Context: an optimization exercise on an open-source flow, tuned for small area and a short achievable clock period. The choices shown serve that exercise and are no tape-out recipe.
No run shown here included a check of the RTL's function; only the layout flow was run.

## flow/design.v (module list and top-level ports; edited modules follow where they fit)
// module fp_recip: 3126 lines
module fp_recip
(
  input  logic        clk,
  input  logic        reset,
  input  logic        in_valid,
  input  logic [31:0] in_word,
  output logic        out_valid,
  output logic [31:0] out_word
);
  // ...
==> flow/run.sh <==
#!/bin/bash
# synth_recipe.tcl (not shown) runs the flow's synth.tcl, then flattens the netlist and writes it again
# the make line also repeats each setting of config.mk as NAME=value (left out here)
make -C /OpenROAD-flow-scripts/flow DESIGN_CONFIG=/design/flow/config.mk WORK_HOME=/design/flow/orfs CLKGATE_MAP_FILE= SYNTH_SCRIPT=/design/flow/synth_recipe.tcl finish
==> flow/config.mk <==
export PLATFORM = sky130hd
export DESIGN_NAME = fp_recip
export DESIGN_NICKNAME = fp_recip
export VERILOG_FILES = /design/flow/design.v
export SDC_FILE = /design/flow/constraint.sdc
export NUM_CORES = 4
export LEC_CHECK = 0
export CAP_MARGIN = 20
export CORE_MARGIN = 2
export CORE_UTILIZATION = 40
export SLEW_MARGIN = 20
==> flow/constraint.sdc <==
create_clock -name core_clock -period 12.0 [get_ports {clk}]
set_input_delay 2.4000 -clock core_clock [delete_from_list [all_inputs] [get_ports {clk}]]
set_output_delay 2.4000 -clock core_clock [all_outputs]
set_load 0.01 [all_outputs]
==> out/qor.csv, run 1 <==
metric,value,unit
Global Route Usage Sum,0.223,
Rows,136,
Largest cell class,multi-input combinational cells,
CP startpoint kind,flop,
cells on worst reg2reg path,19,
post-synthesis register bit count,276,
Port Buf Inserts,67,
post-route cell area,0.0591,mm2
Hold Path End,eo4[1],
Final Cycle Share,0.570,
total core area,0.137,mm2
Worst slew margin,0.258,
maximum clock frequency,0.146,GHz
Post-Synth Simple-Gate Area,0.171,
Pre-antenna DRT Iters,6,
status,timing/DRC/antenna clean,
global-route wire length before repair,249000,um
die width,376,um
final count of pins violating max slew,0,
DRC,0,
"delay-heaviest family, CP",adder cells,
Critical Path Sink,d13[11],
largest net degree at the start of global routing,73,
initial antenna violation count,2,
post-CTS setup buffer count,0,
Initial Util,0.403,
DP Worst Slack,5.27,ns
total congestion overflow,0,
post-synthesis mux area share,0.00676,
==> run 2: changes to the inputs <==
--- a/flow/config.mk
+++ b/flow/config.mk
@@ -7,5 +7,6 @@
 export LEC_CHECK = 0
 export CAP_MARGIN = 20
 export CORE_MARGIN = 2
-export CORE_UTILIZATION = 40
+export CORE_UTILIZATION = 60
+export SETUP_SLACK_MARGIN = 5
 export SLEW_MARGIN = 20
==> run 2 against run 1 <==
  * Utilization up 21 points
  * Fmax increased by 1.7%
  * Cell count down 7.6%
  * Non-clock buffer count up 7
  * Critical endpoint is now out_word[10]
  * Still clean on timing, DRC and antenna
  * Sequential share of layout area rose by 0.097 points
  * Critical path depth fell by 7
  * Register-to-register slack improved by 0.30 ns
  * Via count hardly changed
  * Count of clock-buffer cells in the layout shrank 2
  * Largest cell class unchanged
  * Area after synthesis unchanged
==> out/qor.csv, run 2 <==
metric,value,unit,change
status,timing/DRC/antenna clean,,unchanged
DP Worst Slack,5.38,ns,was 5.27 ns
top cell type's share of synthesized area,0.435,,unchanged
post-synthesis register bit count,276,,unchanged
Hold Path End,eo3[6],,was eo4[1]
"Distinct cells, synth",73,,unchanged
maximum clock frequency,0.149,GHz,was 0.146 GHz
vias,41000,,about the same
cell mode on critical path,fa_1,,unchanged
reg2reg start,b2[23],,was b2[18]
reg2reg setup slack,5.46,ns,was 5.16 ns
final count of pins violating max slew,0,,unchanged
CTS sink count,276,,unchanged
DRC,0,,unchanged
Setup TNS,0,ns,unchanged
Crit Reg-Reg Endpoint,d13[11],,unchanged
hold_sp,eo2[6],,was eo3[1]
crit-path max cell delay,0.62,ns,was 1.04 ns
Rows,111,,was 136
Hold Crit Class,flop to flop,,unchanged
ratio of cells with drive above 1 in the final layout,0.0312,,was 0.0306
initial antenna violation count,1,,was 2
Tmin final,6.73,ns,was 6.84 ns
cells on worst reg2reg path,17,,was 19
top_reg_cell synth,dfxtp_1,,unchanged
most frequent cell after synthesis,inv_1,,unchanged
CP startpoint kind,flop,,unchanged
Pre-antenna DRT Iters,7,,was 6
"Worst Path Class, Setup",flop to output port,,was flop to flop
Post-synth EDFFs,0,,unchanged
top post-synthesis cells by area,"fa_1 (44%), dfxtp_1 (10%), inv_1 (9.3%)",,unchanged
TritonCTS clock tree,yes,,unchanged
met2 usage,0.554,,was 0.372
Routed WL,150000,um,was 153000 um
Global Route met1 Usage,0.439,,was 0.304
Commonest cells post-synth,"inv_1 (1367), fa_1 (1203), and2_1 (681)",,unchanged
total core area,0.0915,mm2,was 0.137 mm2
crit path DAT,4.33,ns,was 7.35 ns
DP Wirelength,112000,um,was 114000 um
Async SR Flop Fraction,0,,unchanged
CTS Buf Count,35,,was 36
Least-Margin Pin Slew,1.11,ns,about the same
Die ar.,0.0946,mm2,was 0.141 mm2
# fillers,7889,,was 13500
Worst slew margin,0.261,,was 0.258
met3 Use GR,0.0412,,was 0.0269
synth warn,1,,unchanged
die width,308,um,was 376 um
RSZ-0062 raised after global routing,no,,unchanged
Vias/cell,5.60,,was 5.17
total congestion overflow,0,,unchanged
Avg WL per Cell,20.5,um,was 19.3 um
Syn Inst Count,6203,,unchanged
"most common cell after layout, fill and taps aside",inv_1,,unchanged
"Seq/Total Area, Yosys",0.0999,,unchanged
Port Buf Inserts,67,,unchanged
Worst-Skew Late Latency,0.58,ns,was 0.60 ns
Area Growth Syn to Fin,5.56,%,was 6.80%
most frequent cells in the layout,"inv_1 (1367), fa_1 (1202), and2_1 (681)",,"was inv_1 (1367), fa_1 (1203), and2_1 (681)"
largest net degree at the start of global routing,94,,was 73
Final WS setup,5.27,ns,was 5.16 ns
syn_area_per_cell,8.92,um2,unchanged
Root Buffer,clkbuf_16,,unchanged
starting DRC count in detailed routing,2903,,was 2687
slowest CP cell,clkdlybuf4s50_1,,was dfxtp_1
post-route cell area,0.0584,mm2,was 0.0591 mm2
clk_skew,0.0416,ns,was 0.0365 ns
largest area contributor in the netlist,fa_1,,unchanged
MaxCap Viol Count,0,,unchanged
# nets final,7686,,was 7680
Final Wtd Congestion,0.967,,was 0.923
Fin. Hold Viols,0,,unchanged
Final Cycle Share,0.561,,was 0.570
Top Usage Layer GRT,met2,,unchanged
flip-flop count of the largest register after layout,32,,unchanged
Initial Util,0.604,,was 0.403
Finish-stage setup viols,0,,unchanged
final antenna-violating net count,0,,unchanged
"Reg clk slew, reported paths",0.06,ns,about the same
H-tree Lvls,2,,unchanged
Global Route Usage Sum,0.329,,was 0.223
vias in the first global route,43600,,was 44300
Critical Path RT,9.60,ns,was 12.50 ns
crit-path cells,"fa_1, fa_1, a21o_1, nand4_1, and3_1, o211ai_1, a21boi_1, a21oi_1, xor2_1, nor3_1, a221oi_1, clkdlybuf4s50_1",,"was inv_1, nor2_1, fa_1, fa_1, inv_1, fa_1, inv_1, fa_1, fa_1, ha_1, a21o_1, a21oi_1, nand4b_1, o21ai_0, o21bai_1, a31oi_1, a21oi_1, o21ai_0, xor2_1"
global-route wire length before repair,242000,um,was 249000 um
IO Pins,68,,unchanged
Placed Instance Area,0.0571,mm2,was 0.0578 mm2
Chip Height,308,um,was 376 um
synthesized area,0.0553,mm2,unchanged
worst-path maximum fanout,4,,was 20
largest register by flop count,md2S,,unchanged
Hold Crit Depth,0,,unchanged
Worst setup EP type,output port,,was flop
clk buf depth,3,,unchanged
[run 2: cell counts after synthesis]
No cell type changed its count.
[run 2: cell type report]
cell class	count	area, um2	area share
multi-input combinational	4272	43600	0.747
sequential	276	5530	0.0947
inverter	1372	5150	0.0882
tap	1186	1480	0.0254
timing repair buffer	162	1370	0.0234
clock buffer	39	942	0.0161
clock inverter	24	322	0.00551
antenna	1	2.50	0.0000429
[run 2: kinds of logic (layout without fill, tap and decap cells)]
group | count (synthesis) | after routing | share of synthesized area
AOI/OAI and AO/OA | 634 | 634 | 0.0729
xor gates and xnor gates | 167 | 167 | 0.0267
adders and majority gates | 1532 | 1532 | 0.510
buffers and inverters | 1659 | 1597 | 0.113
DFF | 276 | 276 | 0.0999
muxes | 26 | 26 | 0.00676
other | 2 | 7 | 0.000136
and+or+nand+nor | 1907 | 1907 | 0.171
[run 2: per-layer routing]
metal  part of all wire  vias up
met2               0.48     1699
met4              0.040        0
met3              0.069      325
met5                  0        -
li1                   -    18400
met1               0.41    20600
[run 2: critical path, delay by kind of cell, from the launching register on]
family                     cells  cell delay [ns]
adders and majority gates      2             0.91
buffers and inverters          1             0.62
and+or+nand+nor                3             0.44
xor gates and xnor gates       1             0.26
AOI/OAI and AO/OA              5             1.22
DFF                            1             0.32
[run 2: what timing repair did]
item	in CTS	in global routing
buffers inserted	0	0
resized for setup	0	3
endpoints found under the setup margin	0	12
hold buffers	0	0
[run 2: worst max path at each step]
stage | startpoint | end | slack, ns | cells after the start
after floorplan | sg2 | x13[24] | 6.11 | 18
after global placement | b2[20] | d13[11] | 5.44 | 19
after detailed placement | b2[20] | d13[11] | 5.38 | 19
after CTS | yS4[0] | out_word[10] | 5.14 | 12
after global routing | sg2 | x13[24] | 5.09 | 20
final | yS4[0] | out_word[10] | 5.27 | 12
[run 2: metrics by stage]
stage,cells,hold slack [ns],utilization
4_1_cts,7331,0.327,0.638
5_1_grt,7331,0.329,0.638
3_3_place_gp,7268,0.310,0.624
3_5_place_dp,7268,0.312,0.624
2_1_floorplan,6207,0.310,-
6_report,7332,0.325,0.638

afterwards: timing with drivers on the ports:
In the flow no input, the clock included, has a driving cell. The finished layouts below were timed again as built, in two steps. Step 1 sets driving cells, clkbuf_16 on the clock port and buf_2 on the other inputs (assumed; they add their load-dependent delay and slew). Step 2 moves the port delays by t, midway between the first and last clock arrival at a register: inputs arrive t later, outputs are due t later. That takes back most of the time a late clock gives input paths. Three values: ideal, step 1, step 2; two values: the first two.
| run | shift t [ns] | slack for setup (ns) | worst setup path after step 2 |
|---|---|---|---|
| run 1 | 0.653 | 5.155 / 5.155 / 5.155 | register to register |
| run 2 | 0.629 | 5.267 / 5.197 / 5.461 | register to register |
After both steps setup and hold are still met in every run listed.
